This design comes from an exercise in tuning for small area and a short achievable clock period on the open sky130 flow, not from production work.
Function was not checked in any run shown here: the RTL went through the layout flow alone.
Power is estimated from default activity; no workload was simulated.

`flow/run.sh`:
```
#!/bin/bash
# synth_recipe.tcl (not shown) runs the flow's synth.tcl, then flattens the netlist and writes it again
# the make line also repeats each setting of config.mk as NAME=value (left out here)
make -C /OpenROAD-flow-scripts/flow DESIGN_CONFIG=/design/flow/config.mk WORK_HOME=/design/flow/orfs CLKGATE_MAP_FILE= SYNTH_SCRIPT=/design/flow/synth_recipe.tcl finish
```
`flow/config.mk`:
```
export PLATFORM = sky130hd
export DESIGN_NAME = bt656_rx_top
export DESIGN_NICKNAME = bt656_rx_top
export VERILOG_FILES = /design/flow/design.v
export SDC_FILE = /design/flow/constraint.sdc
export NUM_CORES = 4
export LEC_CHECK = 0
export CAP_MARGIN = 20
export CORE_MARGIN = 2
export CORE_UTILIZATION = 40
export CTS_CLUSTER_DIAMETER = 60
export CTS_CLUSTER_SIZE = 25
export SETUP_SLACK_MARGIN = 3.0
export SLEW_MARGIN = 20
```
`flow/constraint.sdc`:
```
create_clock -name core_clock -period 5.5 [get_ports {clk}]
set_input_delay 1.1000 -clock core_clock [delete_from_list [all_inputs] [get_ports {clk}]]
set_output_delay 1.1000 -clock core_clock [all_outputs]
set_load 0.01 [all_outputs]
```
`flow/design.v`:
```
`timescale 1ns/1ns
package bt656_pkg;
   typedef logic [7:0] byte_t;
   typedef logic [11:0] dim_t;
   typedef logic [15:0] frame_cnt_t;
   localparam int HDR_BIT_F = 6;
   localparam int HDR_BIT_V = 5;
   localparam int HDR_BIT_H = 4;
   localparam byte_t SYNC_PREAMBLE_FF = 8'hFF;
   localparam byte_t SYNC_PREAMBLE_00 = 8'h00;
   typedef enum logic [1:0]
   {
      WAIT_FRAME = 2'b00,
      WAIT_SAV   = 2'b01,
      ACTIVE     = 2'b10,
      BLANK      = 2'b11
   } line_state_e;
endpackage
`timescale 1ns/1ns
module bt656_header_decoder
(
   input  logic              clk,
   input  logic              rstn,
   input  logic              enable_i,
   input  bt656_pkg::byte_t  data_i,
   output logic              hdr_valid_o,
   output logic              is_eav_o,
   output logic              vblank_o,
   output logic              field_o,
   output bt656_pkg::byte_t  tap_byte_o
);
   localparam int DLY_LEN = 5;
   bt656_pkg::byte_t dly_q [0:DLY_LEN-1];
   bt656_pkg::byte_t xy_byte;
   logic  hit_q;
   always_ff @(posedge clk)
   begin
      dly_q[0] <= data_i;
      for (int i = 1; i < DLY_LEN; i++)
         dly_q[i] <= dly_q[i-1];
      if (!rstn)
      begin
         dly_q[0][0] <= 1'b0;
         dly_q[1][0] <= 1'b0;
         dly_q[2][0] <= 1'b0;
      end
   end
   always_ff @(posedge clk)
   begin
      hit_q <= rstn &&
               (dly_q[2] == bt656_pkg::SYNC_PREAMBLE_FF) &&
               (dly_q[1] == bt656_pkg::SYNC_PREAMBLE_00) &&
               (dly_q[0] == bt656_pkg::SYNC_PREAMBLE_00);
   end
   assign xy_byte = dly_q[0];
   assign hdr_valid_o = enable_i && hit_q;
   assign is_eav_o = xy_byte[bt656_pkg::HDR_BIT_H];
   assign vblank_o = xy_byte[bt656_pkg::HDR_BIT_V];
   assign field_o  = xy_byte[bt656_pkg::HDR_BIT_F];
   assign tap_byte_o = dly_q[DLY_LEN-1];
endmodule
`timescale 1ns/1ns
module bt656_line_tracker
(
   input  logic                  clk,
   input  logic                  rstn,
   input  logic                  enable_i,
   input  logic                  err_clr_i,
   input  logic                  hdr_valid_i,
   input  logic                  is_eav_i,
   input  logic                  vblank_i,
   input  logic                  field_i,
   input  bt656_pkg::byte_t      tap_byte_i,
   input  logic                  fifo_full_i,
   output logic                  wr_en_o,
   output bt656_pkg::byte_t      wr_byte_o,
   output logic                  wr_sof_o,
   output logic                  wr_eol_o,
   output bt656_pkg::dim_t       width_o,
   output bt656_pkg::dim_t       height_o,
   output logic                  size_err_o,
   output bt656_pkg::frame_cnt_t frame_cnt_o,
   output logic                  overflow_o
);
   localparam int LEN_W = 13;
   logic             frame_seen_q, active_q, wr_req_q;
   logic [1:0]       skip_q;
   logic             field_q;
   logic             sof_pend_q;
   logic             new_frame, sav_active, eav_det, line_end, sav_start;
   logic [LEN_W-1:0] line_bytes_q, line_len_q;
   logic             width_valid_q, height_valid_q;
   bt656_pkg::dim_t  line_cnt_q, height_q;
   logic             width_err, height_err;
   assign new_frame  = hdr_valid_i && field_q && !field_i;
   assign sav_active = hdr_valid_i && !is_eav_i && !vblank_i;
   assign eav_det    = hdr_valid_i && is_eav_i;
   assign line_end  = wr_req_q && eav_det;
   assign sav_start = frame_seen_q && !active_q && sav_active;
   assign width_err  = width_valid_q && (line_bytes_q != line_len_q);
   assign height_err = height_valid_q && (line_cnt_q != height_q);
   assign wr_en_o   = wr_req_q && !fifo_full_i;
   assign wr_byte_o = tap_byte_i;
   assign wr_sof_o  = sof_pend_q;
   assign wr_eol_o  = eav_det;
   assign width_o  = line_len_q[LEN_W-1:1];
   assign height_o = height_q;
   always_ff @(posedge clk)
   begin
      if (!rstn || !enable_i)
      begin
         frame_seen_q   <= 1'b0;
         active_q       <= 1'b0;
         wr_req_q       <= 1'b0;
         skip_q         <= '0;
         field_q        <= 1'b0;
         sof_pend_q     <= 1'b0;
         line_bytes_q   <= LEN_W'(1);
         line_len_q     <= '0;
         width_valid_q  <= 1'b0;
         line_cnt_q     <= '0;
         height_q       <= '0;
         height_valid_q <= 1'b0;
         size_err_o     <= 1'b0;
         overflow_o     <= 1'b0;
         frame_cnt_o    <= '0;
      end
      else
      begin
         if (hdr_valid_i)
            field_q <= field_i;
         if (sav_start)
         begin
            active_q <= 1'b1;
            skip_q   <= 2'd3;
         end
         else if (active_q && !wr_req_q)
         begin
            skip_q <= skip_q - 1'b1;
            if (skip_q == 2'd0)
               wr_req_q <= 1'b1;
         end
         if (line_end)
         begin
            active_q <= 1'b0;
            wr_req_q <= 1'b0;
         end
         if (line_end)
         begin
            line_bytes_q  <= LEN_W'(1);
            line_len_q    <= line_bytes_q;
            width_valid_q <= 1'b1;
            line_cnt_q    <= line_cnt_q + 1'b1;
         end
         else if (wr_req_q)
            line_bytes_q <= line_bytes_q + 1'b1;
         if (wr_en_o)
            sof_pend_q <= 1'b0;
         if (new_frame)
         begin
            sof_pend_q   <= 1'b1;
            frame_cnt_o  <= frame_cnt_o + 1'b1;
            frame_seen_q <= 1'b1;
            line_cnt_q   <= '0;
            if (frame_seen_q)
            begin
               height_q       <= line_cnt_q;
               height_valid_q <= 1'b1;
            end
         end
         if (err_clr_i)
         begin
            size_err_o <= 1'b0;
            overflow_o <= 1'b0;
         end
         if ((line_end && width_err) || (new_frame && height_err))
            size_err_o <= 1'b1;
         if (wr_req_q && fifo_full_i)
            overflow_o <= 1'b1;
      end
   end
endmodule
`timescale 1ns/1ns
module line_fifo
#(
   parameter int FIFO_DEPTH = 64
)
(
   input  logic             clk,
   input  logic             rstn,
   input  logic             flush_i,
   input  logic             wr_en_i,
   input  bt656_pkg::byte_t wr_byte_i,
   input  logic             wr_sof_i,
   input  logic             wr_eol_i,
   output logic             full_o,
   input  logic             rd_req_i,
   output logic             not_empty_o,
   output bt656_pkg::byte_t rd_byte_o,
   output logic             rd_sof_o,
   output logic             rd_eol_o
);
   localparam int ENTRY_W = 10;
   localparam int GRP     = 8;
   logic [ENTRY_W-1:0] sr [0:FIFO_DEPTH-2];
   logic [ENTRY_W-1:0] wr_entry, next_entry;
   logic [GRP-1:0]     lo_q, hi_q;
   logic [GRP-1:0]     grp [0:ENTRY_W-1];
   logic               ne_q, one_q, full_q;
   logic               wr_ok, rd_ok, inc, dec, two_up, at_zero, up, down;
   logic               cnt_2, cnt_63, load_wr;
   bt656_pkg::byte_t   head_byte_q;
   logic               head_sof_q, head_eol_q;
   assign wr_entry = {wr_eol_i, wr_sof_i, wr_byte_i};
   assign wr_ok    = wr_en_i && !full_q;
   assign rd_ok    = rd_req_i && ne_q;
   assign inc      = wr_ok && !rd_ok;
   assign dec      = rd_ok && !wr_ok;
   assign two_up   = ne_q && !one_q;
   assign at_zero  = lo_q[0] && hi_q[0];
   assign cnt_2    = two_up && at_zero;
   assign cnt_63   = lo_q[5] && hi_q[7];
   assign up       = inc && two_up;
   assign down     = dec && two_up && !at_zero;
   always_ff @(posedge clk)
   begin
      if (wr_ok)
      begin
         sr[0] <= wr_entry;
         for (int i = 1; i < FIFO_DEPTH-1; i++)
            sr[i] <= sr[i-1];
      end
   end
   always_comb
   begin
      for (int b = 0; b < ENTRY_W; b++)
      begin
         for (int h = 0; h < GRP; h++)
         begin
            grp[b][h] = 1'b0;
            for (int l = 0; l < GRP; l++)
               if (GRP*h + l < FIFO_DEPTH-1)
                  grp[b][h] = grp[b][h] | (lo_q[l] & sr[GRP*h + l][b]);
         end
         next_entry[b] = |(hi_q & grp[b]);
      end
   end
   assign load_wr = rd_ok ? one_q : !ne_q;
   always_ff @(posedge clk)
   begin
      if (load_wr)
         head_byte_q <= wr_byte_i;
      else if (rd_ok)
         head_byte_q <= next_entry[ENTRY_W-3:0];
   end
   always_ff @(posedge clk)
   begin
      if (!rstn || flush_i)
      begin
         lo_q       <= GRP'(1);
         hi_q       <= GRP'(1);
         ne_q       <= 1'b0;
         one_q      <= 1'b0;
         full_q     <= 1'b0;
         head_sof_q <= 1'b0;
         head_eol_q <= 1'b0;
      end
      else
      begin
         if (up)
         begin
            lo_q <= {lo_q[GRP-2:0], lo_q[GRP-1]};
            if (lo_q[GRP-1])
               hi_q <= {hi_q[GRP-2:0], hi_q[GRP-1]};
         end
         else if (down)
         begin
            lo_q <= {lo_q[0], lo_q[GRP-1:1]};
            if (lo_q[0])
               hi_q <= {hi_q[0], hi_q[GRP-1:1]};
         end
         if (wr_ok)
            ne_q <= 1'b1;
         else if (rd_ok && one_q)
            ne_q <= 1'b0;
         if (inc)
            one_q <= !ne_q;
         else if (dec)
            one_q <= cnt_2;
         if (inc && cnt_63)
            full_q <= 1'b1;
         else if (rd_ok)
            full_q <= 1'b0;
         if (load_wr)
         begin
            head_sof_q <= wr_ok && wr_sof_i;
            head_eol_q <= wr_ok && wr_eol_i;
         end
         else if (rd_ok)
         begin
            head_sof_q <= next_entry[ENTRY_W-2];
            head_eol_q <= next_entry[ENTRY_W-1];
         end
      end
   end
   assign full_o      = full_q;
   assign not_empty_o = ne_q;
   assign rd_byte_o   = head_byte_q;
   assign rd_sof_o    = head_sof_q;
   assign rd_eol_o    = head_eol_q;
endmodule
`timescale 1ns/1ns
module bt656_rx_top
#(
   parameter int FIFO_DEPTH = 64
)
(
   input  logic        clk,
   input  logic        rstn,
   input  logic        rx_enable_i,
   input  logic        size_err_clr_i,
   input  logic [7:0]  bt656_data_i,
   output logic        m_axis_tvalid_o,
   input  logic        m_axis_tready_i,
   output logic [7:0]  m_axis_tdata_o,
   output logic        m_axis_tuser_o,
   output logic        m_axis_tlast_o,
   output logic [11:0] width_o,
   output logic [11:0] height_o,
   output logic        size_err_o,
   output logic        overflow_o,
   output logic [15:0] frame_cnt_o
);
   logic  wr_en, wr_sof, wr_eol, fifo_full;
   bt656_pkg::byte_t wr_byte;
   logic  fifo_ne, rd_req, head_sof, head_eol;
   bt656_pkg::byte_t head_byte;
   logic  hdr_valid, is_eav, vblank, field;
   bt656_pkg::byte_t tap_byte;
   bt656_header_decoder u_decoder
   (
      .clk      (clk),
      .rstn     (rstn),
      .enable_i (rx_enable_i),
      .data_i   (bt656_data_i),
      .hdr_valid_o (hdr_valid),
      .is_eav_o    (is_eav),
      .vblank_o    (vblank),
      .field_o     (field),
      .tap_byte_o  (tap_byte)
   );
   bt656_line_tracker u_tracker
   (
      .clk         (clk),
      .rstn        (rstn),
      .enable_i    (rx_enable_i),
      .err_clr_i   (size_err_clr_i),
      .hdr_valid_i (hdr_valid),
      .is_eav_i    (is_eav),
      .vblank_i    (vblank),
      .field_i     (field),
      .tap_byte_i  (tap_byte),
      .fifo_full_i (fifo_full),
      .wr_en_o     (wr_en),
      .wr_byte_o   (wr_byte),
      .wr_sof_o    (wr_sof),
      .wr_eol_o    (wr_eol),
      .width_o     (width_o),
      .height_o    (height_o),
      .size_err_o  (size_err_o),
      .frame_cnt_o (frame_cnt_o),
      .overflow_o  (overflow_o)
   );
   line_fifo #(.FIFO_DEPTH(FIFO_DEPTH)) u_fifo
   (
      .clk       (clk),
      .rstn      (rstn),
      .flush_i   (!rx_enable_i),
      .wr_en_i   (wr_en),
      .wr_byte_i (wr_byte),
      .wr_sof_i  (wr_sof),
      .wr_eol_i  (wr_eol),
      .full_o    (fifo_full),
      .rd_req_i  (rd_req),
      .not_empty_o (fifo_ne),
      .rd_byte_o (head_byte),
      .rd_sof_o  (head_sof),
      .rd_eol_o  (head_eol)
   );
   assign m_axis_tvalid_o = fifo_ne && rx_enable_i;
   assign m_axis_tdata_o  = head_byte;
   assign m_axis_tuser_o  = rx_enable_i && head_sof;
   assign m_axis_tlast_o  = rx_enable_i && head_eol;
   assign rd_req          = rx_enable_i && m_axis_tready_i;
endmodule
```
==> impl_metrics.csv, run 1 <==
group,metric,value,unit
status,status,"no timing/DRC/antenna violations",
clock_tree,clk_latency,0.61,ns
power_and_ir_drop,vdd_drop_max,270,µV
clock_tree,cts_hold_buf,0,
place,port_buffers,65,
clock_tree,htreeDepth,2,
synth,yosysTopAreaCell,"edfxtp_1",
synth,syn_area_per_cell,16.2,µm²
sta,fin_hold_ws,0.334,ns
synth,synth_enable_flop_cells,638,
final_layout,fin_area,31700,µm²
clock_tree,path_clk_slew,0.09,ns
detailed_routing,firstDrtPassIters,6,
place,place_hpwl,32.5,mm
synth,yosysMostFrequentCell,"edfxtp_1",
final_layout,stdcell_count,2759,
sta,rsz0062_at_grt,"true",
final_layout,fin_util,45.3,%
floorplanning,pin_count,66,
synth,synthArstFlopShare,0,%
floorplanning,dieWidth,270,µm
floorplanning,coreArea,69900,µm²
detailed_routing,viasPerCell,5.76,
critical_path,cp_data_arrival_time,1.48,ns
detailed_routing,num_vias,15900,
synth,synth_area,28200,µm²
sta,skew,0.0221,ns
job,max_cap_viol_count,0,
floorplanning,start_util,40.3,%
critical_path,critPathCaptureType,"primary output",
sta,tightest_slew,1.15,ns
sta,maxSlewHeadroom,23.4,%
critical_path,worst-setup-path-type,"in -> out",
sta,fmax,388,MHz
clock_tree,cts.sinks,777,
synth,synthCells,1746,
critical_path,start_kind,"input port",
floorplanning,fp.dieH,270,µm
power_and_ir_drop,p_leak,9.82,nW
detailed_routing,wirelength,64.1,mm
clock_tree,clock_path_buffers,3,
grt,grt_overflow,0,
power_and_ir_drop,finalPower,10.1,mW
grt,grt_max_degree,99,
detailed_routing,drtAntennaViolNets,0,
place,placed_area,29700,µm²
synth,synthesis.nets,1765,
sta,hold_violations,0,
detailed_routing,drt_first_iter_violations,1874,
final_layout,fill_cells,6168,
synth,synth_cell_types,52,
final_layout,final_nets,1802,
critical_path,cp.required,4.40,ns
detailed_routing,drt_drc_violations_left,0,
synth,synth_seq_cells,777,
sta,post-route-period-util,46.8,%
final_layout,syn_to_final_growth,12.4,%
place,dp.cells,2655,
power_and_ir_drop,power_density,320,nW/µm²
worst_hold_path,hp-class,"reg -> reg",
sta,setup_viol,0,
grt,grt_use_total,17.0,%
clock_tree,tritoncts,"done",
sta,fin_crit,2.58,ns
synth,yosysSeqAreaShare,77.8,%
synth,synth.area.top_cells,"edfxtp_1, dfxtp_1, a22oi_1",
synth,synth_commonest_cells,"edfxtp_1, a22oi_1, dfxtp_1",
floorplanning,die-area,72600,µm²
grt,grt_pass1_wl,96.3,mm
clock_tree,root_buffer,"clkbuf_16",
grt,antenna_found_initial,0,
detailed_routing,avgRoutedWirePerCell,23.2,µm
sta,finalMaxSlewViolations,0,
final_layout,drive_gt1_share,9.24,%
synth,synth_top_area_share,67.9,%
clock_tree,cts_buffers,46,
grt,first_global_vias,15600,
place,gp_congestion,0.750,
floorplanning,num_rows,97,
synth,synth_warnings,6,
critical_path,cp_max_fo,4,
synth,synth_top_flop_cell,"edfxtp_1",
==> final cells by class <==
cell class / count / area (µm²) / share of cell area [%]
antenna: 1 / 2.50 / 0.00790
clock inverter: 33 / 349 / 1.10
clock buffer: 50 / 1210 / 3.81
timing repair buffer: 106 / 1240 / 3.91
sequential: 777 / 22000 / 69.3
inverter: 12 / 48.8 / 0.154
tap: 940 / 1180 / 3.71
multi-input combinational: 840 / 5690 / 18.0
==> metrics by stage <==
stage / setup TNS, ns / setup WS, ns
6_report: 0 / 2.92
5_1_grt: 0 / 2.92
4_1_cts: 0 / 2.89
3_5_place_dp: 0 / 1.79
3_3_place_gp: 0 / 1.77
2_1_floorplan: -3216.11 / -5.98
==> metal layers <==
metal,up-vias,routed length (µm),track usage [%]
li1,7056,-,-
met1,8069,28400,24.4
met2,692,29400,26.2
met3,83,4980,3.30
met4,0,1340,4.99
met5,-,0,0
==> worst max-delay path: stages <==
cell	delay, ns
buf_12	0.11
and2_4	0.15
buf_6	0.11
==> state kept, by name (all words and copies together) (netlist names), 2 cells and up <==
signal / cells
u_fifo.lo_q: 8
u_fifo.sr: 630
u_fifo.head_byte_q: 8
u_tracker.height_q: 12
u_fifo.hi_q: 8
u_tracker.line_len_q: 13
u_tracker.line_bytes_q: 13
u_tracker.line_cnt_q: 12
u_tracker.frame_cnt_o: 16
u_tracker.skip_q: 2
u_decoder.dly_q: 40
==> cell families (layout without fill, tap and decap cells) <==
group,after synthesis,in the layout,share of synthesized area [%]
adder cells (fa/ha/maj),6,6,0.266
other,0,1,0
buffers and inverters,130,201,2.17
AO/OA/AOI/OAI,432,433,11.4
AND/OR/NAND/NOR,330,330,6.12
multiplexers,15,15,0.541
XOR/XNOR,56,56,1.74
flip-flops,777,777,77.8
==> where the power goes <==
part	internal, mW	switching [mW]	total, mW
registers	6.28	0.0108	6.29
logic	0.0153	0.0239	0.0391
clock network	1.74	2.07	3.81
==> layout by cell type, fill, tap and decap left out, types with 10 or more instances in the layout <==
| cell | instances |
|---|---|
| a21oi_1 | 40 |
| and3_1 | 13 |
| edfxtp_1 | 638 |
| nand4_1 | 80 |
| dlygate4sd2_1 | 50 |
| clkbuf_16 | 48 |
| buf_4 | 18 |
| a222oi_1 | 10 |
| nor2_1 | 61 |
| nand3_1 | 28 |
| a22oi_1 | 341 |
| xnor2_1 | 22 |
| mux2i_1 | 13 |
| dfxtp_1 | 125 |
| xor2_1 | 34 |
| clkdlybuf4s50_1 | 11 |
| nand2_1 | 87 |
| inv_1 | 11 |
==> path summary, 6_finish.rpt <==
kind,startpoint,end,slack [ns],cells past startpoint
max,rx_enable_i,m_axis_tvalid_o,2.92,3
min,u_decoder.dly_q[3][4],u_decoder.dly_q[4][4],0.33,0
max reg2reg,u_fifo.lo_q[2],u_fifo.head_byte_q[2],3.06,6
min reg2reg,u_decoder.dly_q[3][4],u_decoder.dly_q[4][4],0.33,0
==> repair_timing <==
action,4_1_cts,5_1_grt
setup endpoints to repair,574,187
gates resized for setup,90,10
pin swaps,1,1
gates cloned,3,1
hold endpoints to repair,0,0
buffers inserted,8,8
==> inputs of run 2 (changes only) <==
--- a/flow/config.mk
+++ b/flow/config.mk
@@ -10,5 +10,5 @@
 export CORE_UTILIZATION = 40
 export CTS_CLUSTER_DIAMETER = 60
 export CTS_CLUSTER_SIZE = 25
-export SETUP_SLACK_MARGIN = 3.0
+export SETUP_SLACK_MARGIN = 3.2
 export SLEW_MARGIN = 20
==> impl_metrics.csv, run 2 <==
group,metric,value,unit
worst_hold_path,min_from,"u_decoder.dly_q[3][4]",
critical_path,r2r_end,"u_fifo.head_byte_q[3]",
synth,synth_seq_cells,777,
synth,synthesis.nets,1765,
synth,synth_enable_flop_cells,638,
synth,yosysSeqAreaShare,77.8,%
worst_hold_path,hp-class,"reg -> reg",
synth,yosysMostFrequentCell,"edfxtp_1",
final_layout,fin_util,46.1,%
synth,synth.area.top_cells,"edfxtp_1, dfxtp_1, a22oi_1",
synth,syn_area_per_cell,16.2,µm²
final_layout,diodes,0,
final_layout,final_nets,1860,
final_layout,regMostFlops,"u_fifo.sr",
critical_path,cp_max_fo,4,
status,status,"no timing/DRC/antenna violations",
detailed_routing,firstDrtPassIters,6,
floorplanning,fp.dieH,270,µm
place,place_hpwl,32.5,mm
clock_tree,root_buffer,"clkbuf_16",
critical_path,start_kind,"input port",
sta,finalMaxSlewViolations,0,
floorplanning,num_rows,97,
floorplanning,pin_count,66,
grt,first_global_vias,16000,
final_layout,fill_cells,6105,
sta,post-route-period-util,46.8,%
place,gp_congestion,0.750,
detailed_routing,drt_drc_violations_left,0,
sta,skew,0.0232,ns
final_layout,largest_reg_flops,630,
final_layout,reg_top3,"u_fifo.sr (630), u_decoder.dly_q (40), u_tracker.frame_cnt_o (16)",
final_layout,final_common_cell,"edfxtp_1",
grt,grt_use_total,17.9,%
clock_tree,tritoncts,"done",
sta,hold_violations,0,
synth,synth_top_flop_cell,"edfxtp_1",
grt,grt_overflow,0,
clock_tree,clock_path_buffers,3,
critical_path,cp_data_arrival_time,1.47,ns
critical_path,rrSetupSlack,3.31,ns
grt,grt_max_degree,99,
critical_path,critPathCaptureType,"primary output",
synth,synth_top_area_share,67.9,%
detailed_routing,num_vias,16200,
grt,antenna_found_initial,0,
power_and_ir_drop,vdd_drop_max,276,µV
power_and_ir_drop,p_leak,10.1,nW
grt,grt_pass1_wl,101,mm
floorplanning,die-area,72600,µm²
floorplanning,coreArea,69900,µm²
clock_tree,cts.sinks,777,
final_layout,drive_gt1_share,16.9,%
detailed_routing,wirelength,66.7,mm
critical_path,cp.required,4.40,ns
synth,synth_cell_types,52,
detailed_routing,avgRoutedWirePerCell,23.7,µm
sta,tns,0,ns
clock_tree,clk_latency,0.61,ns
clock_tree,htreeDepth,2,
sta,tightest_slew,0.739,ns
final_layout,most-common-layout-cells,"edfxtp_1, a22oi_1, dfxtp_1",
critical_path,worst-setup-path-type,"in -> out",
sta,fin_crit,2.57,ns
critical_path,reg2reg_from,"u_fifo.lo_q[5]",
synth,synth_commonest_cells,"edfxtp_1, a22oi_1, dfxtp_1",
clock_tree,cts_hold_buf,0,
synth,synthArstFlopShare,0,%
worst_hold_path,hold_depth,0,
power_and_ir_drop,power_density,315,nW/µm²
floorplanning,start_util,40.3,%
job,max_cap_viol_count,0,
final_layout,syn_to_final_growth,14.4,%
sta,setup_viol,0,
critical_path,ff2ff_path_depth,6,
synth,synth_warnings,6,
synth,synth_area,28200,µm²
sta,fmax,388,MHz
synth,synthCells,1746,
floorplanning,dieWidth,270,µm
detailed_routing,drtAntennaViolNets,0,
sta,fin_hold_ws,0.336,ns
place,port_buffers,65,
detailed_routing,drt_first_iter_violations,2070,
clock_tree,cts_buffers,46,
sta,maxSlewHeadroom,50.7,%
worst_hold_path,min_to,"u_decoder.dly_q[4][4]",
sta,rsz0062_at_grt,"true",
detailed_routing,viasPerCell,5.76,
clock_tree,path_clk_slew,0.09,ns
synth,yosysTopAreaCell,"edfxtp_1",
## run 2: power by group
group          total [mW]  internal, mW  switching [mW]
logic              0.0387        0.0145          0.0242
clock network        3.82          1.74            2.08
registers            6.29          6.28          0.0110
## run 2: area by class of cell
type | count | area, µm² | area share (%)
sequential | 777 | 22000 | 68.3
multi-input combinational | 839 | 5700 | 17.7
timing repair buffer | 165 | 1720 | 5.34
clock buffer | 50 | 1210 | 3.75
tap | 940 | 1180 | 3.65
clock inverter | 33 | 349 | 1.08
inverter | 12 | 48.8 | 0.151
## run 2: timing repair
action | 4_1_cts | 5_1_grt
resized for setup | 284 | 16
endpoints found under the setup margin | 599 | 509
pin swaps | 3 | 2
hold endpoints to repair | 0 | 0
gates cloned | 3 | 2
setup buffers | 63 | 10
## run 2: worst max-delay path, cell delays in order
cell,delay [ns]
buf_12,0.11
and2_4,0.15
buf_6,0.11
## run 2: stage by stage
stage	cells	cell area [µm²]	setup WS (ns)	total power, mW
detailed placement	2655	29700	1.79	6.46
floorplan	1746	28200	-5.98	6.44
global placement	2655	29700	1.77	6.46
finish	2816	32200	2.93	10.2
global route	2816	32200	2.92	10.4
CTS	2804	32100	2.92	10.2
## run 2: per-layer routing
metal / GRT usage [%] / part of all wire (%) / vias up
met4: 4.91 / 2.0 / 0
met5: 0 / 0 / -
met1: 25.4 / 44 / 8280
met2: 28.0 / 46 / 695
met3: 3.62 / 8.3 / 92
li1: - / - / 7163
## run 2: cells by family (layout without fill, tap and decap cells)
family	Yosys count	after routing	synth area share (%)
AND/OR/NAND/NOR	330	330	6.12
adder cells (fa/ha/maj)	6	6	0.266
AO/OA/AOI/OAI	432	432	11.4
buffers and inverters	130	260	2.17
XOR/XNOR	56	56	1.74
flip-flops	777	777	77.8
multiplexers	15	15	0.541
## run 2: worst max path at each step
stage               slack [ns]  cells past startpoint                from         endpoint
floorplan                -5.98                     10  u_tracker.wr_req_q   u_fifo.hi_q[0]
global placement          1.77                      3         rx_enable_i  m_axis_tvalid_o
detailed placement        1.79                      3         rx_enable_i  m_axis_tvalid_o
CTS                       2.92                      3         rx_enable_i  m_axis_tvalid_o
global route              2.92                      3         rx_enable_i  m_axis_tvalid_o
finish                    2.93                      3         rx_enable_i  m_axis_tvalid_o
==> inputs of run 3 (changes only) <==
==> flow/flow/run.sh (new file) <==
#!/bin/bash
# The standard layout with two changes: clock tree synthesis adds no
# dummy loads, and the port buffers start at buf_2 (repair resizes them).
set -euo pipefail
cd "$(dirname "$0")/.."
export CTS_ARGS="-sink_clustering_enable -repair_clock_nets -dont_use_dummy_load -sink_clustering_size 25 -sink_clustering_max_diameter 60"
export BUFFER_PORTS_ARGS="-buffer_cell sky130_fd_sc_hd__buf_2"
bash standard.sh > standard_flow.log 2>&1
==> flow/standard.sh (new file) <==
#!/bin/bash
# synth_recipe.tcl (not shown) runs the flow's synth.tcl, then flattens the netlist and writes it again
# the make line also repeats each setting of config.mk as NAME=value (left out here)
make -C /OpenROAD-flow-scripts/flow DESIGN_CONFIG=/design/flow/config.mk WORK_HOME=/design/flow/orfs CLKGATE_MAP_FILE= SYNTH_SCRIPT=/design/flow/synth_recipe.tcl "${@:-finish}"
--- a/flow/config.mk
+++ b/flow/config.mk
@@ -10,5 +10,5 @@
 export CORE_UTILIZATION = 40
 export CTS_CLUSTER_DIAMETER = 60
 export CTS_CLUSTER_SIZE = 25
-export SETUP_SLACK_MARGIN = 3.2
+export SETUP_SLACK_MARGIN = 3.0
 export SLEW_MARGIN = 20
removed: flow/run.sh
==> impl_metrics.csv, run 3 <==
group,metric,value,unit
synth,synth.area.top_cells,"edfxtp_1, dfxtp_1, a22oi_1",
sta,fin_ws,2.92,ns
critical_path,path_cells,"buf_12, and2_4, buf_6",
detailed_routing,route.met3.wl,4.55,mm
place,dp.cells,2657,
worst_hold_path,min_from,"u_decoder.dly_q[3][5]",
final_layout,reg_top3,"u_fifo.sr (630), u_decoder.dly_q (40), u_tracker.frame_cnt_o (16)",
clock_tree,path_clk_slew,0.08,ns
detailed_routing,met2_length,29.7,mm
synth,synth_top_flop_cell,"edfxtp_1",
final_layout,stdcell_count,2715,
sta,post-route-period-util,47.0,%
clock_tree,clk_latency,0.61,ns
detailed_routing,drtAntennaViolNets,0,
final_layout,final_nets,1796,
critical_path,critPathCaptureType,"primary output",
final_layout,most-common-layout-cells,"edfxtp_1, a22oi_1, dfxtp_1",
synth,synthCells,1746,
place,gp_congestion,0.768,
grt,grt_overflow,0,
synth,synth_cell_types,52,
job,max_cap_viol_count,0,
power_and_ir_drop,power_density,311,nW/µm²
synth,synth_warnings,6,
detailed_routing,drt_drc_violations_left,0,
sta,fmax,387,MHz
floorplanning,start_util,40.3,%
critical_path,cp_slowest_stage_delay,0.16,ns
synth,synth_area,28200,µm²
critical_path,start_kind,"input port",
synth,synth_seq_cells,777,
final_layout,regMostFlops,"u_fifo.sr",
synth,synth_commonest_cells,"edfxtp_1, a22oi_1, dfxtp_1",
sta,tightest_slew,1.21,ns
sta,fin_hold_ws,0.330,ns
worst_hold_path,hp-class,"reg -> reg",
final_layout,final_common_cell,"edfxtp_1",
detailed_routing,drt_first_iter_violations,1806,
final_layout,diodes,0,
floorplanning,coreArea,69900,µm²
status,status,"no timing/DRC/antenna violations",
place,place_hpwl,32.8,mm
sta,setup_viol,0,
grt,grt_max_degree,185,
critical_path,startpoint,"rx_enable_i",
critical_path,cp_data_arrival_time,1.48,ns
floorplanning,num_rows,97,
clock_tree,clock_path_buffers,3,
final_layout,syn_to_final_growth,9.40,%
detailed_routing,wl_met1,28.0,mm
critical_path,critical_path.slowest_cell,"and2_4",
detailed_routing,viasPerCell,5.85,
floorplanning,dieWidth,270,µm
place,placed_area,29400,µm²
grt,first_global_vias,15500,
floorplanning,fp.dieH,270,µm
critical_path,cp.required,4.40,ns
critical_path,cp_max_fo,4,
final_layout,largest_reg_flops,630,
clock_tree,root_buffer,"clkbuf_16",
sta,rsz0062_at_grt,"true",
final_layout,fin_area,30800,µm²
clock_tree,cts.sinks,777,
synth,synthesis.nets,1765,
synth,synth_enable_flop_cells,638,
synth,yosysSeqAreaShare,77.8,%
sta,skew,0.0548,ns
synth,yosysTopAreaCell,"edfxtp_1",
detailed_routing,num_vias,15900,
floorplanning,die-area,72600,µm²
synth,synthArstFlopShare,0,%
grt,grt_use_total,16.7,%
synth,syn_area_per_cell,16.2,µm²
sta,maxSlewHeadroom,18.9,%
detailed_routing,firstDrtPassIters,6,
final_layout,drive_gt1_share,10.2,%
sta,finalMaxSlewViolations,0,
detailed_routing,top_layer_used,"met5",
place,dp_worst_setup_slack,2.54,ns
clock_tree,cts_buffers,47,
final_layout,fin_util,44.1,%
power_and_ir_drop,vdd_drop_max,209,µV
power_and_ir_drop,p_leak,9.43,nW
grt,grt_pass1_wl,94.9,mm
critical_path,reg2reg_from,"u_tracker.wr_req_q",
clock_tree,tritoncts,"done",
power_and_ir_drop,finalPower,9.61,mW
floorplanning,pin_count,66,
grt,antenna_found_initial,2,
clock_tree,htreeDepth,2,
sta,tns,0,ns
place,port_buffers,65,
detailed_routing,wirelength,63.8,mm
sta,hold_violations,0,
synth,synth_top_area_share,67.9,%
critical_path,worst-setup-path-type,"in -> out",
detailed_routing,avgRoutedWirePerCell,23.5,µm
clock_tree,cts_hold_buf,0,
synth,yosysMostFrequentCell,"edfxtp_1",
sta,fin_crit,2.58,ns
## run 3: cell counts after synthesis
Identical to the previous run, type by type.
## run 3: cells by family (layout without fill, tap and decap cells)
logic type | count (synthesis) | after routing | share of synthesized area, %
xor gates and xnor gates | 56 | 56 | 1.74
and+or+nand+nor | 330 | 330 | 6.12
buffers and inverters | 130 | 159 | 2.17
AOI/OAI and AO/OA | 432 | 432 | 11.4
muxes | 15 | 15 | 0.541
DFF | 777 | 777 | 77.8
adders and majority gates | 6 | 6 | 0.266
## run 3: timing repair
action	4_1_cts	5_1_grt
cloned	0	1
gates resized for setup	11	6
pin swaps	2	1
endpoints found under the setup margin	267	276
setup buffers	7	3
## run 3: path summary, 6_finish.rpt
| check | endpoint | slack [ns] | depth (start not counted) |
|---|---|---|---|
| worst max register to register | u_fifo.sr[56][6] | 3.13 | 4 |
| worst max-delay path | m_axis_tvalid_o | 2.92 | 3 |
| worst min register to register | u_decoder.dly_q[4][5] | 0.33 | 0 |
| worst min-delay path | u_decoder.dly_q[4][5] | 0.33 | 0 |
## run 3: report_power, final
part / switching, mW / internal, mW
Sequential: 0.0136 / 6.28
Combinational: 0.0218 / 0.0104
Clock: 1.77 / 1.52
## run 3: worst max-delay path, delay by kind of cell
kind | cells | cell delay [ns]
buf+inv | 2 | 0.22
simple gates | 1 | 0.16
## run 3: final cells by class
| type | count | area, µm² |
|---|---|---|
| Inverter | 12 | 48.8 |
| Clock buffer | 47 | 1180 |
| Multi-Input combinational cell | 839 | 5670 |
| Tap cell | 940 | 1180 |
| Sequential cell | 777 | 22000 |
| Timing Repair Buffer | 100 | 807 |
| Fill cell | 6137 | 39100 |
## run 3: layer usage
layer / track usage [%] / vias up
met5: 0 / -
met4: 5.66 / 2
met3: 3.11 / 93
li1: - / 6977
met2: 26.3 / 657
met1: 23.6 / 8143
==> inputs of run 4 (changes only) <==
==> flow/flow/run.sh (replaced) <==
#!/bin/bash
# The standard layout with two changes: clock tree synthesis adds no
# dummy loads, and the port buffers start at buf_2 (repair resizes them).
set -euo pipefail
cd "$(dirname "$0")/.."
export CTS_ARGS="-sink_clustering_enable -repair_clock_nets -dont_use_dummy_load -sink_clustering_size 20 -sink_clustering_max_diameter 50 -buf_list sky130_fd_sc_hd__clkbuf_8"
export BUFFER_PORTS_ARGS="-buffer_cell sky130_fd_sc_hd__buf_1"
bash standard.sh > standard_flow.log 2>&1
==> impl_metrics.csv, run 4 <==
group,metric,value,unit
floorplanning,fp.dieH,270,µm
power_and_ir_drop,power_density,299,nW/µm²
final_layout,syn_to_final_growth,8.85,%
critical_path,cp_data_arrival_time,1.48,ns
power_and_ir_drop,vdd_drop_max,208,µV
grt,grt_max_degree,200,
place,dp.cells,2660,
detailed_routing,firstDrtPassIters,6,
grt,grt_use_total,16.9,%
grt,first_global_vias,15600,
final_layout,stdcell_count,2748,
place,placed_area,29300,µm²
floorplanning,die-area,72600,µm²
power_and_ir_drop,p_comb_share,0.4,%
floorplanning,dieWidth,270,µm
synth,synth_enable_flop_cells,638,
final_layout,fill_cells,6221,
final_layout,drive_gt1_share,8.57,%
synth,synth_top_area_share,67.9,%
detailed_routing,wirelength,64.3,mm
place,gp_congestion,0.802,
sta,hold_violations,0,
floorplanning,coreArea,69900,µm²
synth,synth_commonest_cells,"edfxtp_1, a22oi_1, dfxtp_1",
critical_path,worst-setup-path-type,"in -> out",
clock_tree,htreeDepth,3,
sta,fin_crit,2.58,ns
synth,synth_cell_types,52,
clock_tree,cts.sinks,777,
job,max_cap_viol_count,0,
critical_path,cp_max_fo,4,
power_and_ir_drop,finalPower,9.16,mW
synth,yosysSeqAreaShare,77.8,%
status,status,"no timing/DRC/antenna violations",
final_layout,diodes,0,
detailed_routing,drtAntennaViolNets,0,
final_layout,final_common_cell,"edfxtp_1",
synth,synth_top_flop_cell,"edfxtp_1",
synth,synth_area,28200,µm²
clock_tree,root_buffer,"clkbuf_8",
detailed_routing,num_vias,16100,
detailed_routing,viasPerCell,5.86,
critical_path,start_kind,"input port",
sta,finalMaxSlewViolations,0,
synth,synthesis.nets,1765,
synth,synthArstFlopShare,0,%
detailed_routing,drt_drc_violations_left,0,
power_and_ir_drop,pwr-share-clk,31.0,%
final_layout,most-common-layout-cells,"edfxtp_1, a22oi_1, dfxtp_1",
place,port_buffers,65,
worst_hold_path,hp-class,"reg -> reg",
synth,synth_seq_cells,777,
clock_tree,clk_latency,0.67,ns
sta,fmax,388,MHz
critical_path,critPathCaptureType,"primary output",
clock_tree,cts_buffers,66,
final_layout,largest_reg_flops,630,
sta,rsz0062_at_grt,"true",
critical_path,cp.required,4.40,ns
clock_tree,clock_path_buffers,3,
grt,antenna_found_initial,0,
power_and_ir_drop,power.internal,7.37,mW
synth,yosysTopAreaCell,"edfxtp_1",
power_and_ir_drop,p_switching,1.80,mW
grt,grt_pass1_wl,95.9,mm
clock_tree,path_clk_slew,0.10,ns
clock_tree,tritoncts,"done",
power_and_ir_drop,p_sw_share,19.6,%
grt,grt_overflow,0,
sta,maxSlewHeadroom,23.7,%
floorplanning,pin_count,66,
floorplanning,num_rows,97,
clock_tree,cts_hold_buf,0,
sta,setup_viol,0,
power_and_ir_drop,p_leak,9.19,nW
sta,post-route-period-util,46.9,%
detailed_routing,avgRoutedWirePerCell,23.4,µm
detailed_routing,drt_first_iter_violations,1679,
final_layout,final_nets,1829,
final_layout,regMostFlops,"u_fifo.sr",
sta,tightest_slew,1.14,ns
floorplanning,start_util,40.3,%
place,place_hpwl,33.3,mm
synth,synth_warnings,6,
synth,syn_area_per_cell,16.2,µm²
power_and_ir_drop,pwr-share-seq,68.7,%
synth,yosysMostFrequentCell,"edfxtp_1",
sta,skew,0.0747,ns
synth,synthCells,1746,
synth,synth.area.top_cells,"edfxtp_1, dfxtp_1, a22oi_1",
final_layout,reg_top3,"u_fifo.sr (630), u_decoder.dly_q (40), u_tracker.frame_cnt_o (16)",
final_layout,fin_area,30700,µm²
[run 4: cell count changes in the layout (fill, tap and decap cells not counted), moves of 2 or more]
cell,delta
buf_2,-61
clkbuf_8,+66
buf_4,+12
buf_6,-3
buf_1,+61
clkbuf_16,-48
buf_16,+5
buf_12,-2
[run 4: layer usage]
layer	up-vias	global-route usage (%)	wire, µm
li1	7039	-	-
met1	8218	24.2	28000
met2	746	26.1	29300
met3	100	3.11	5410
met4	0	5.73	1590
met5	-	0	0
[run 4: repair_timing]
| item | 4_1_cts | 5_1_grt |
|---|---|---|
| endpoints found under the setup margin | 537 | 25 |
| buffers inserted | 8 | 12 |
| gates resized for setup | 24 | 3 |
| cloned | 2 | 0 |
| hold endpoints to repair | 0 | 0 |
| pin swaps | 1 | 0 |
[run 4: cell families (layout without fill, tap and decap cells)]
family	after synthesis	after routing	synth area share [%]
and+or+nand+nor	330	330	6.12
DFF	777	777	77.8
AOI/OAI and AO/OA	432	432	11.4
muxes	15	15	0.541
xor gates and xnor gates	56	56	1.74
buffers and inverters	130	192	2.17
adders and majority gates	6	6	0.266
[run 4: power groups by stage]
stage	Clock, mW	Sequential [mW]	Combinational, mW
2_1_floorplan	0	6.42	0.0158
3_3_place_gp	0	6.43	0.0307
3_5_place_dp	0	6.43	0.0305
4_1_cts	2.94	6.29	0.0333
5_1_grt	3.12	6.29	0.0364
6_report	2.84	6.29	0.0335
[run 4: worst max-delay path, cell delays in order]
cell,delay [ns]
buf_12,0.11
and2_4,0.15
buf_6,0.11
[run 4: final cells by class]
| type | instances | area, µm² | area share [%] |
|---|---|---|---|
| clock buffer | 66 | 908 | 2.96 |
| sequential | 777 | 22000 | 71.6 |
| inverter | 12 | 48.8 | 0.159 |
| timing repair buffer | 113 | 907 | 2.96 |
| timing repair inverter | 1 | 5.00 | 0.0163 |
| multi-input combinational | 839 | 5680 | 18.5 |
| tap | 940 | 1180 | 3.83 |
[run 4: worst paths after layout]
path | cells after the start | slack, ns | startpoint | end
worst min-delay path | 0 | 0.34 | u_decoder.dly_q[3][4] | u_decoder.dly_q[4][4]
worst max-delay path | 3 | 2.92 | rx_enable_i | m_axis_tuser_o
worst min register to register | 0 | 0.34 | u_decoder.dly_q[3][4] | u_decoder.dly_q[4][4]
worst max register to register | 6 | 3.10 | u_fifo.lo_q[6] | u_fifo.head_byte_q[3]
[run 4: stage by stage]
step | setup slack [ns] | setup TNS, ns | utilization [%] | hold WS [ns]
final | 2.92 | 0 | 43.9 | 0.340
after global routing | 2.92 | 0 | 43.9 | 0.343
after CTS | 2.92 | 0 | 43.7 | 0.338
after detailed placement | 2.23 | 0 | 42.0 | 0.312
after global placement | 2.26 | 0 | 42.0 | 0.313
after floorplan | -5.98 | -3216.11 | - | 0.310
==> inputs of run 5 (changes only) <==
==> flow/flow/run.sh (replaced) <==
#!/bin/bash
# The standard layout with two changes: clock tree synthesis adds no
# dummy loads, and the port buffers start at buf_2 (repair resizes them).
set -euo pipefail
cd "$(dirname "$0")/.."
export CTS_ARGS="-sink_clustering_enable -repair_clock_nets -dont_use_dummy_load -sink_clustering_size 16 -sink_clustering_max_diameter 45 -buf_list sky130_fd_sc_hd__clkbuf_8"
export BUFFER_PORTS_ARGS="-buffer_cell sky130_fd_sc_hd__buf_1"
bash standard.sh > standard_flow.log 2>&1
--- a/flow/config.mk
+++ b/flow/config.mk
@@ -10,5 +10,5 @@
 export CORE_UTILIZATION = 40
 export CTS_CLUSTER_DIAMETER = 60
 export CTS_CLUSTER_SIZE = 25
-export SETUP_SLACK_MARGIN = 3.0
+export SETUP_SLACK_MARGIN = 2.9
 export SLEW_MARGIN = 20
==> impl_metrics.csv, run 5 <==
group,metric,value,unit
status,status,"no timing/DRC/antenna violations",
final_layout,stdcell_count,2764,
final_layout,final_nets,1845,
final_layout,fin_util,44.2,%
clock_tree,cts_hold_buf,0,
detailed_routing,wirelength,64.3,mm
synth,synth_seq_cells,777,
grt,grt_max_degree,200,
synth,synth_top_flop_cell,"edfxtp_1",
final_layout,syn_to_final_growth,9.57,%
job,max_cap_viol_count,0,
power_and_ir_drop,finalPower,9.48,mW
synth,synth_top_family_by_area,"compound AO/OA/AOI/OAI gates",
floorplanning,dieWidth,270,µm
critical_path,cp_data_arrival_time,1.48,ns
clock_tree,htreeDepth,3,
power_and_ir_drop,power_density,307,nW/µm²
power_and_ir_drop,pwr-share-seq,66.4,%
power_and_ir_drop,p_sw_share,19.5,%
final_layout,final_common_cell,"edfxtp_1",
floorplanning,die-area,72600,µm²
detailed_routing,drt_first_iter_violations,1651,
floorplanning,start_util,40.3,%
sta,fin_crit,2.58,ns
critical_path,critPathCaptureType,"primary output",
power_and_ir_drop,p_switching,1.85,mW
sta,post-route-period-util,47.0,%
critical_path,start_kind,"input port",
place,dp.cells,2660,
sta,maxSlewHeadroom,30.4,%
power_and_ir_drop,vdd_drop_max,196,µV
synth,yosys.area_share.adder,0.266,%
grt,grt_pass1_wl,96.2,mm
synth,syn_area_per_cell,16.2,µm²
final_layout,regMostFlops,"u_fifo.sr",
grt,first_global_vias,15700,
synth,synth_commonest_cells,"edfxtp_1, a22oi_1, dfxtp_1",
clock_tree,path_clk_slew,0.09,ns
synth,synth_warnings,6,
power_and_ir_drop,pwr-share-clk,33.2,%
detailed_routing,drt_drc_violations_left,0,
power_and_ir_drop,p_comb_share,0.4,%
final_layout,drive_gt1_share,9.32,%
synth,synth.area.top_cells,"edfxtp_1, dfxtp_1, a22oi_1",
synth,synthesis.nets,1765,
synth,yosys.area_share.simple,6.12,%
final_layout,largest_reg_flops,630,
synth,yosysSeqAreaShare,77.8,%
final_layout,most-common-layout-cells,"edfxtp_1, a22oi_1, dfxtp_1",
clock_tree,clock_path_buffers,3,
floorplanning,num_rows,97,
sta,rsz0062_at_grt,"false",
final_layout,diodes,0,
worst_hold_path,hp-class,"reg -> reg",
detailed_routing,viasPerCell,5.83,
final_layout,reg_top3,"u_fifo.sr (630), u_decoder.dly_q (40), u_tracker.frame_cnt_o (16)",
synth,yosys.area_share.xor_xnor,1.74,%
power_and_ir_drop,p_leak,9.30,nW
synth,synthCells,1746,
synth,synth_cell_types,52,
place,place_hpwl,33.3,mm
floorplanning,fp.dieH,270,µm
synth,yosysTopAreaCell,"edfxtp_1",
detailed_routing,num_vias,16100,
synth,synthArstFlopShare,0,%
grt,grt_overflow,0,
clock_tree,root_buffer,"clkbuf_8",
synth,yosysMostFrequentCell,"edfxtp_1",
grt,grt_use_total,16.9,%
sta,setup_viol,0,
critical_path,cp_max_fo,6,
synth,synth_top_area_share,67.9,%
place,gp_congestion,0.802,
grt,antenna_found_initial,0,
floorplanning,coreArea,69900,µm²
sta,skew,0.0650,ns
detailed_routing,drtAntennaViolNets,0,
synth,synth.mux.area_fraction,0.541,%
detailed_routing,avgRoutedWirePerCell,23.3,µm
detailed_routing,firstDrtPassIters,5,
clock_tree,cts_buffers,83,
sta,finalMaxSlewViolations,0,
power_and_ir_drop,power.internal,7.64,mW
sta,fmax,387,MHz
floorplanning,pin_count,66,
synth,synth_area,28200,µm²
critical_path,worst-setup-path-type,"in -> out",
clock_tree,tritoncts,"done",
clock_tree,clk_latency,0.68,ns
synth,synth_compound_area_share,11.4,%
clock_tree,cts.sinks,777,
place,port_buffers,65,
synth,synth_enable_flop_cells,638,
critical_path,cp.required,4.40,ns
sta,tightest_slew,1.04,ns
sta,hold_violations,0,
[run 5: cell type report]
cell class                 instances  area [µm²]
timing repair inverter             1        5.00
fill                            6186       39000
timing repair buffer             112         877
sequential                       777       22000
clock buffer                      83        1140
tap                              940        1180
inverter                          12        48.8
multi-input combinational        839        5680
[run 5: cell families (layout without fill, tap and decap cells)]
kind of cell / count (synthesis) / count (layout)
mux: 15 / 15
compound gates: 432 / 432
xor+xnor: 56 / 56
fa+ha+maj: 6 / 6
buf+inv: 130 / 208
flops: 777 / 777
simple gates: 330 / 330
[run 5: per-stage QoR]
stage	area, µm²	setup slack [ns]	setup TNS, ns	hold WS (ns)
final	30900	2.92	0	0.335
after global routing	30900	2.91	0	0.340
after CTS	30700	2.90	0	0.334
after detailed placement	29300	2.23	0	0.312
after global placement	29300	2.26	0	0.313
after floorplan	28200	-5.98	-3216.11	0.310
[run 5: path summary, 6_finish.rpt]
kind / from / to / slack, ns / depth (start not counted)
max: rx_enable_i / m_axis_tvalid_o / 2.92 / 3
min: u_decoder.dly_q[3][1] / u_decoder.dly_q[4][1] / 0.34 / 0
max reg2reg: u_fifo.lo_q[0] / u_fifo.head_byte_q[6] / 3.03 / 6
min reg2reg: u_decoder.dly_q[3][1] / u_decoder.dly_q[4][1] / 0.34 / 0
[run 5: metal layers]
metal / track usage [%] / vias up / share of wire, %
li1: - / 7079 / -
met1: 24.1 / 8311 / 45
met2: 26.1 / 622 / 46
met3: 3.48 / 89 / 6.9
met4: 5.23 / 0 / 1.7
met5: 0.132 / - / 0
[run 5: timing repair]
item	CTS	global route
pin swaps	0	0
gates resized for setup	23	3
cloned	2	1
setup endpoints to repair	434	202
setup buffers	4	14
[run 5: power groups by stage]
| stage | clock (mW) | combinational, mW | sequential [mW] |
|---|---|---|---|
| 3_5_place_dp | 0 | 0.0305 | 6.43 |
| 6_report | 3.15 | 0.0354 | 6.29 |
| 4_1_cts | 3.27 | 0.0323 | 6.29 |
| 2_1_floorplan | 0 | 0.0158 | 6.42 |
| 3_3_place_gp | 0 | 0.0307 | 6.43 |
| 5_1_grt | 3.47 | 0.0385 | 6.29 |
[run 5: worst max-delay path, cell delays in order]
cell	delay (ns)
buf_12	0.11
and2_4	0.15
buf_6	0.11
==> inputs of run 6 (changes only) <==
==> flow/flow/run.sh (replaced) <==
#!/bin/bash
# The standard layout with two changes: clock tree synthesis adds no
# dummy loads, and the port buffers start at buf_2 (repair resizes them).
set -euo pipefail
cd "$(dirname "$0")/.."
export CTS_ARGS="-sink_clustering_enable -repair_clock_nets -dont_use_dummy_load -sink_clustering_size 18 -sink_clustering_max_diameter 45 -buf_list sky130_fd_sc_hd__clkbuf_8"
export BUFFER_PORTS_ARGS="-buffer_cell sky130_fd_sc_hd__buf_1"
bash standard.sh > standard_flow.log 2>&1
--- a/flow/config.mk
+++ b/flow/config.mk
@@ -7,7 +7,7 @@
 export LEC_CHECK = 0
 export CAP_MARGIN = 20
 export CORE_MARGIN = 2
-export CORE_UTILIZATION = 40
+export CORE_UTILIZATION = 60
 export CTS_CLUSTER_DIAMETER = 60
 export CTS_CLUSTER_SIZE = 25
 export SETUP_SLACK_MARGIN = 2.9
==> impl_metrics.csv, run 6 <==
group,metric,value,unit
clock_tree,clk_latency,0.69,ns
power_and_ir_drop,power.internal,7.52,mW
synth,yosysMostFrequentCell,"edfxtp_1",
sta,skew,0.0660,ns
synth,synth_commonest_cells,"edfxtp_1, a22oi_1, dfxtp_1",
clock_tree,root_buffer,"clkbuf_8",
sta,tns,0,ns
grt,grt_max_degree,225,
floorplanning,pin_count,66,
clock_tree,path_clk_slew,0.10,ns
critical_path,cp_max_fo,12,
sta,post-route-period-util,47.0,%
detailed_routing,drtAntennaViolNets,0,
clock_tree,cts_hold_buf,0,
final_layout,final_nets,1815,
grt,antenna_found_initial,0,
synth,yosysTopAreaCell,"edfxtp_1",
grt,grt_overflow,0,
critical_path,cp_data_arrival_time,1.49,ns
power_and_ir_drop,pwr-share-seq,67.5,%
clock_tree,cts_buffers,76,
grt,first_global_vias,15300,
synth,synth_top_flop_cell,"edfxtp_1",
sta,fin_crit,2.59,ns
detailed_routing,firstDrtPassIters,6,
detailed_routing,avgRoutedWirePerCell,25.9,µm
critical_path,cp_slowest_stage_delay,0.15,ns
place,gp_congestion,0.764,
final_layout,largest_reg_flops,630,
synth,synth_top_area_share,67.9,%
floorplanning,fp.dieH,221,µm
critical_path,critical_path.slowest_cell,"and2_4",
final_layout,reg_top3,"u_fifo.sr (630), u_decoder.dly_q (40), u_tracker.frame_cnt_o (16)",
floorplanning,die-area,48700,µm²
synth,synthArstFlopShare,0,%
clock_tree,htreeDepth,3,
worst_hold_path,hp-class,"reg -> reg",
floorplanning,dieWidth,221,µm
critical_path,critPathCaptureType,"primary output",
final_layout,stdcell_count,2401,
final_layout,drive_gt1_share,7.86,%
sta,tightest_slew,1.12,ns
clock_tree,cts.sinks,777,
synth,synth_area,28200,µm²
critical_path,worst-setup-path-type,"in -> out",
sta,setup_viol,0,
final_layout,diodes,0,
sta,finalMaxSlewViolations,0,
critical_path,path_cells,"buf_12, and2_4, buf_6",
critical_path,path_buf_inv,2,
synth,synth.area.top_cells,"edfxtp_1, dfxtp_1, a22oi_1",
final_layout,final_common_cell,"edfxtp_1",
grt,grt_pass1_wl,92.5,mm
synth,synth_cell_types,52,
critical_path,start_kind,"input port",
sta,rsz0062_at_grt,"false",
clock_tree,tritoncts,"done",
place,dp_worst_setup_slack,2.29,ns
job,max_cap_viol_count,0,
place,place_hpwl,31.3,mm
synth,synth_seq_cells,777,
sta,fmax,386,MHz
critical_path,critPathTopFamily,"buffers and inverters",
detailed_routing,num_vias,15900,
floorplanning,start_util,60.7,%
final_layout,regMostFlops,"u_fifo.sr",
clock_tree,clock_path_buffers,3,
final_layout,fin_util,64.9,%
sta,fin_ws,2.91,ns
status,status,"no timing/DRC/antenna violations",
synth,yosysSeqAreaShare,77.8,%
synth,synthCells,1746,
detailed_routing,viasPerCell,6.60,
power_and_ir_drop,p_comb_share,0.3,%
power_and_ir_drop,power_density,309,nW/µm²
power_and_ir_drop,p_sw_share,19.3,%
synth,synth_enable_flop_cells,638,
floorplanning,num_rows,79,
sta,maxSlewHeadroom,25.1,%
final_layout,syn_to_final_growth,6.89,%
power_and_ir_drop,vdd_drop_max,225,µV
power_and_ir_drop,p_switching,1.80,mW
synth,synthesis.nets,1765,
grt,grt_use_total,25.4,%
critical_path,cp.required,4.40,ns
detailed_routing,drt_first_iter_violations,1829,
place,port_buffers,65,
sta,hold_violations,0,
final_layout,fin_area,30100,µm²
synth,syn_area_per_cell,16.2,µm²
floorplanning,coreArea,46500,µm²
detailed_routing,wirelength,62.2,mm
place,dp.cells,2315,
synth,synth_warnings,6,
place,placed_area,28800,µm²
final_layout,most-common-layout-cells,"edfxtp_1, a22oi_1, dfxtp_1",
detailed_routing,drt_drc_violations_left,0,
power_and_ir_drop,p_leak,9.10,nW
power_and_ir_drop,pwr-share-clk,32.2,%
run 6: cell types whose count changed in the layout (fill, tap and decap cells not counted):
cell	previous run	this run
buf_4	29	11
clkbuf_8	83	76
buf_16	4	1
buf_6	6	3
buf_12	9	11
bufbuf_16	1	0
dfxtp_1	131	130
dfxtp_2	0	1
run 6: path summary, 6_finish.rpt:
| kind | cells after the start | endpoint | from | slack (ns) |
|---|---|---|---|---|
| max | 3 | m_axis_tuser_o | rx_enable_i | 2.91 |
| min | 0 | u_decoder.dly_q[3][0] | u_decoder.dly_q[2][0] | 0.32 |
| max reg2reg | 6 | u_fifo.head_eol_q | u_fifo.lo_q[5] | 3.02 |
| min reg2reg | 0 | u_decoder.dly_q[3][0] | u_decoder.dly_q[2][0] | 0.32 |
run 6: layer usage:
metal  up-vias  GRT usage [%]  share of wire [%]
met2       672           38.2                 45
met4         0           6.20                1.9
met3        85           7.02                9.3
met5         -              0                  0
li1       7009              -                  -
met1      8092           37.1                 43
run 6: cell type report:
class	count	area, µm²
timing repair buffer	89	633
tap	607	759
multi-input combinational	839	5680
timing repair inverter	1	5.00
clock buffer	76	1050
inverter	12	48.8
fill	3303	16300
sequential	777	22000
run 6: cells by family (layout without fill, tap and decap cells):
family          Yosys count  after routing  synth area share (%)
compound gates          432            432                  11.4
xor+xnor                 56             56                  1.74
fa+ha+maj                 6              6                 0.266
buf+inv                 130            178                  2.17
flops                   777            777                  77.8
mux                      15             15                 0.541
simple gates            330            330                  6.12
run 6: power by group through the flow:
stage / logic (mW) / registers, mW / clock network [mW]
2_1_floorplan: 0.0158 / 6.42 / 0
3_3_place_gp: 0.0277 / 6.42 / 0
3_5_place_dp: 0.0281 / 6.42 / 0
4_1_cts: 0.0292 / 6.29 / 3.10
5_1_grt: 0.0324 / 6.29 / 3.30
6_report: 0.0292 / 6.29 / 3.01
run 6: repair_timing:
| action | in CTS | in global routing |
|---|---|---|
| buffers inserted | 5 | 2 |
| resized for setup | 10 | 10 |
| setup endpoints to repair | 17 | 167 |
| pin swaps | 0 | 1 |
| cloned | 1 | 1 |
run 6: worst reg2reg max path, delay by kind of cell, from the launching register on:
family / cells / cell delay, ns
compound gates: 3 / 0.99
flops: 1 / 0.53
simple gates: 2 / 0.53
buf+inv: 1 / 0.34
run 6: metrics by stage:
stage,total power [mW],hold WS (ns)
finish,9.33,0.316
global route,9.62,0.319
CTS,9.42,0.316
detailed placement,6.45,0.312
global placement,6.45,0.312
floorplan,6.44,0.310
==> inputs of run 7 (changes only) <==
--- a/flow/design.v
+++ b/flow/design.v
@@ -107,18 +107,38 @@
    assign height_o = height_q;
    always_ff @(posedge clk)
    begin
+      if (sav_start)
+      begin
+         skip_q       <= 2'd3;
+         line_bytes_q <= LEN_W'(1);
+      end
+      else
+      begin
+         if (active_q && !wr_req_q)
+            skip_q <= skip_q - 1'b1;
+         if (wr_req_q)
+            line_bytes_q <= line_bytes_q + 1'b1;
+      end
+      if (line_end)
+         line_cnt_q <= line_cnt_q + 1'b1;
+      if (wr_en_o)
+         sof_pend_q <= 1'b0;
+      if (new_frame)
+      begin
+         line_cnt_q <= '0;
+         sof_pend_q <= 1'b1;
+      end
+   end
+   always_ff @(posedge clk)
+   begin
       if (!rstn || !enable_i)
       begin
          frame_seen_q   <= 1'b0;
          active_q       <= 1'b0;
          wr_req_q       <= 1'b0;
-         skip_q         <= '0;
          field_q        <= 1'b0;
-         sof_pend_q     <= 1'b0;
-         line_bytes_q   <= LEN_W'(1);
          line_len_q     <= '0;
          width_valid_q  <= 1'b0;
-         line_cnt_q     <= '0;
          height_q       <= '0;
          height_valid_q <= 1'b0;
          size_err_o     <= 1'b0;
@@ -130,16 +150,9 @@
          if (hdr_valid_i)
             field_q <= field_i;
          if (sav_start)
-         begin
             active_q <= 1'b1;
-            skip_q   <= 2'd3;
-         end
-         else if (active_q && !wr_req_q)
-         begin
-            skip_q <= skip_q - 1'b1;
-            if (skip_q == 2'd0)
-               wr_req_q <= 1'b1;
-         end
+         else if (active_q && !wr_req_q && skip_q == 2'd0)
+            wr_req_q <= 1'b1;
          if (line_end)
          begin
             active_q <= 1'b0;
@@ -147,21 +160,13 @@
          end
          if (line_end)
          begin
-            line_bytes_q  <= LEN_W'(1);
             line_len_q    <= line_bytes_q;
             width_valid_q <= 1'b1;
-            line_cnt_q    <= line_cnt_q + 1'b1;
          end
-         else if (wr_req_q)
-            line_bytes_q <= line_bytes_q + 1'b1;
-         if (wr_en_o)
-            sof_pend_q <= 1'b0;
          if (new_frame)
          begin
-            sof_pend_q   <= 1'b1;
             frame_cnt_o  <= frame_cnt_o + 1'b1;
             frame_seen_q <= 1'b1;
-            line_cnt_q   <= '0;
             if (frame_seen_q)
             begin
                height_q       <= line_cnt_q;
==> impl_metrics.csv, run 7 <==
group,metric,value,unit
status,status,"no timing/DRC/antenna violations",
power_and_ir_drop,power_density,309,nW/µm²
synth,yosysSeqAreaShare,77.8,%
final_layout,final_common_cell,"edfxtp_1",
clock_tree,cts_hold_buf,0,
synth,synthCells,1745,
synth,synth_area,28200,µm²
sta,tns,0,ns
critical_path,cp_data_arrival_time,1.47,ns
synth,synth_enable_flop_cells,638,
final_layout,largest_reg_flops,630,
synth,synth_commonest_cells,"edfxtp_1, a22oi_1, dfxtp_1",
sta,skew,0.0594,ns
grt,grt_max_degree,164,
clock_tree,clock_path_buffers,3,
final_layout,stdcell_count,2397,
sta,maxSlewHeadroom,18.7,%
critical_path,rrSetupSlack,3.00,ns
critical_path,cp.required,4.40,ns
critical_path,critPathCaptureType,"primary output",
clock_tree,cts.sinks,777,
detailed_routing,firstDrtPassIters,7,
clock_tree,htreeDepth,3,
synth,syn_area_per_cell,16.2,µm²
synth,yosysMostFrequentCell,"edfxtp_1",
sta,fmax,390,MHz
final_layout,fill_cells,3362,
detailed_routing,avgRoutedWirePerCell,26.2,µm
floorplanning,dieWidth,221,µm
synth,synthArstFlopShare,0,%
clock_tree,cts_buffers,75,
floorplanning,fp.dieH,221,µm
detailed_routing,drtAntennaViolNets,0,
grt,grt_overflow,0,
synth,synth_cell_types,49,
final_layout,reg_top3,"u_fifo.sr (630), u_decoder.dly_q (40), u_tracker.frame_cnt_o (16)",
detailed_routing,viasPerCell,6.65,
place,dp.cells,2313,
final_layout,drive_gt1_share,7.54,%
sta,rsz0062_at_grt,"false",
place,gp_congestion,0.761,
synth,yosysTopAreaCell,"edfxtp_1",
final_layout,regMostFlops,"u_fifo.sr",
detailed_routing,drt_drc_violations_left,0,
clock_tree,root_buffer,"clkbuf_8",
floorplanning,num_rows,79,
clock_tree,path_clk_slew,0.06,ns
sta,setup_viol,0,
place,dp_worst_setup_slack,2.20,ns
sta,fin_ws,2.93,ns
worst_hold_path,hp-class,"reg -> reg",
sta,finalMaxSlewViolations,0,
final_layout,diodes,0,
synth,synth_seq_cells,777,
synth,synth.area.top_cells,"edfxtp_1, dfxtp_1, a22oi_1",
job,max_cap_viol_count,0,
critical_path,start_kind,"input port",
floorplanning,pin_count,66,
grt,first_global_vias,15400,
grt,antenna_found_initial,0,
critical_path,cp_max_fo,4,
synth,synth_top_area_share,68.0,%
critical_path,ff2ff_path_depth,6,
sta,tightest_slew,1.22,ns
critical_path,worst-setup-path-type,"in -> out",
final_layout,syn_to_final_growth,6.92,%
floorplanning,die-area,48700,µm²
sta,post-route-period-util,46.6,%
synth,synth_warnings,6,
final_layout,most-common-layout-cells,"edfxtp_1, a22oi_1, dfxtp_1",
detailed_routing,wirelength,62.7,mm
detailed_routing,num_vias,16000,
worst_hold_path,hold_depth,0,
power_and_ir_drop,vdd_drop_max,279,µV
critical_path,startpoint,"rx_enable_i",
floorplanning,coreArea,46500,µm²
clock_tree,clk_latency,0.67,ns
final_layout,final_nets,1811,
clock_tree,tritoncts,"done",
worst_hold_path,min_from,"u_decoder.dly_q[3][0]",
sta,fin_crit,2.57,ns
place,place_hpwl,31.4,mm
grt,grt_pass1_wl,93.0,mm
synth,synthesis.nets,1764,
critical_path,reg2reg_from,"u_fifo.lo_q[7]",
sta,hold_violations,0,
power_and_ir_drop,finalPower,9.30,mW
synth,synth_top_flop_cell,"edfxtp_1",
place,port_buffers,65,
detailed_routing,drt_first_iter_violations,1827,
worst_hold_path,min_to,"u_decoder.dly_q[4][0]",
grt,grt_use_total,25.6,%
critical_path,r2r_end,"u_fifo.head_byte_q[4]",
floorplanning,start_util,60.7,%
power_and_ir_drop,p_leak,8.89,nW
[run 7: cell count changes after synthesis, moves of 3 or more]
cell and delta:
xor2_1 +7, nand2_1 -4, clkbuf_1 +9, and3_1 -3, nor3_2 -3, buf_2 -5
or3_1 -3, and2_1 +3, nand4_1 +8, a21oi_1 -4, xnor2_1 -4
[run 7: where the power goes]
group | leakage [nW] | total (mW) | switching (mW) | internal [mW]
Sequential | 6.55 | 6.29 | 0.0120 | 6.28
Combinational | 1.80 | 0.0254 | 0.0170 | 0.00841
Clock | 0.539 | 2.98 | 1.76 | 1.22
Total | 8.89 | 9.30 | 1.79 | 7.51
[run 7: worst max-delay path by stage]
stage                                          end  depth (start not counted)
after floorplan                     u_fifo.hi_q[7]                          9
after global placement    u_tracker.line_cnt_q[10]                          5
after detailed placement            u_fifo.hi_q[2]                          8
after CTS                           m_axis_tuser_o                          3
after global routing         u_fifo.head_byte_q[4]                          6
final                              m_axis_tvalid_o                          3
[run 7: layout make-up]
class / count / area (µm²) / share of cell area (%)
well taps: 607 / 759 / 2.52
multi-input cells: 836 / 5650 / 18.7
clock buffers: 75 / 1030 / 3.42
inverters: 10 / 41.3 / 0.137
repair buffers: 92 / 687 / 2.28
flip-flops and latches: 777 / 22000 / 72.9
[run 7: routing by layer]
layer | vias up | global-route usage (%) | wire length, µm
li1 | 6997 | - | -
met1 | 8169 | 38.5 | 27900
met2 | 692 | 38.7 | 28800
met3 | 93 | 4.80 | 4850
met4 | 0 | 6.93 | 1250
met5 | - | 0 | 0
[run 7: logic make-up (layout without fill, tap and decap cells)]
kind of cell	after synthesis	in the layout	share of synthesized area, %
and+or+nand+nor	329	329	6.05
buffers and inverters	132	177	2.21
AOI/OAI and AO/OA	427	427	11.3
DFF	777	777	77.8
muxes	15	15	0.541
xor gates and xnor gates	59	59	1.83
adders and majority gates	6	6	0.266
[run 7: repair_timing]
item	in CTS	in global routing
setup endpoints to repair	268	189
gates cloned	2	0
resized for setup	17	6
buffers inserted	2	5
[run 7: critical path: stages]
cell and delay, ns:
buf_12 0.10, and2_4 0.15, buf_6 0.11
[run 7: per-stage QoR]
stage	util (%)	hold slack, ns	area, µm²
finish	64.9	0.329	30100
global route	64.9	0.343	30100
CTS	64.7	0.332	30000
detailed placement	62.1	0.314	28800
global placement	62.1	0.312	28800
floorplan	-	0.310	28200

-- static timing again, ports no longer ideal --
The flow's constraints put no driver on any port. The routed layouts listed below were extracted and timed again, unchanged, in two steps. Step 1: set_driving_cell puts a clkbuf_16 on clk and a buf_2 on each other input, an assumption about the parent block. Step 2 also shifts input and output timing later by t, the mid clock arrival at the registers, as if the neighbouring blocks saw the same clock. Three values: ideal, step 1, step 2; two values: the first two.
run	shift t [ns]	setup slack, ns	worst hold slack (ns)	cell pins on the clock port's net
run 1	0.659	2.924 / 2.850 / 2.461	0.334 / 0.334 / 0.334	1
run 2	0.666	2.925 / 2.850 / 2.596	0.336 / 0.336 / 0.336	1
run 3	0.641	2.916 / 2.845 / 2.445	0.330 / 0.330 / 0.330	1
run 4	0.683	2.920 / 2.851 / 2.413	0.340 / 0.340 / 0.340	1
run 5	0.699	2.915 / 2.813 / 2.449	0.335 / 0.335 / 0.335	1
run 6	0.706	2.913 / 2.867 / 2.539	0.316 / 0.316 / 0.316	1
run 7	0.696	2.935 / 2.884 / 2.419	0.329 / 0.329 / 0.329	1
After both steps setup and hold are still met in every run listed. The setup slack of run 7, which loses most, moves by -0.051 ns with the drivers and by -0.516 ns with both steps.
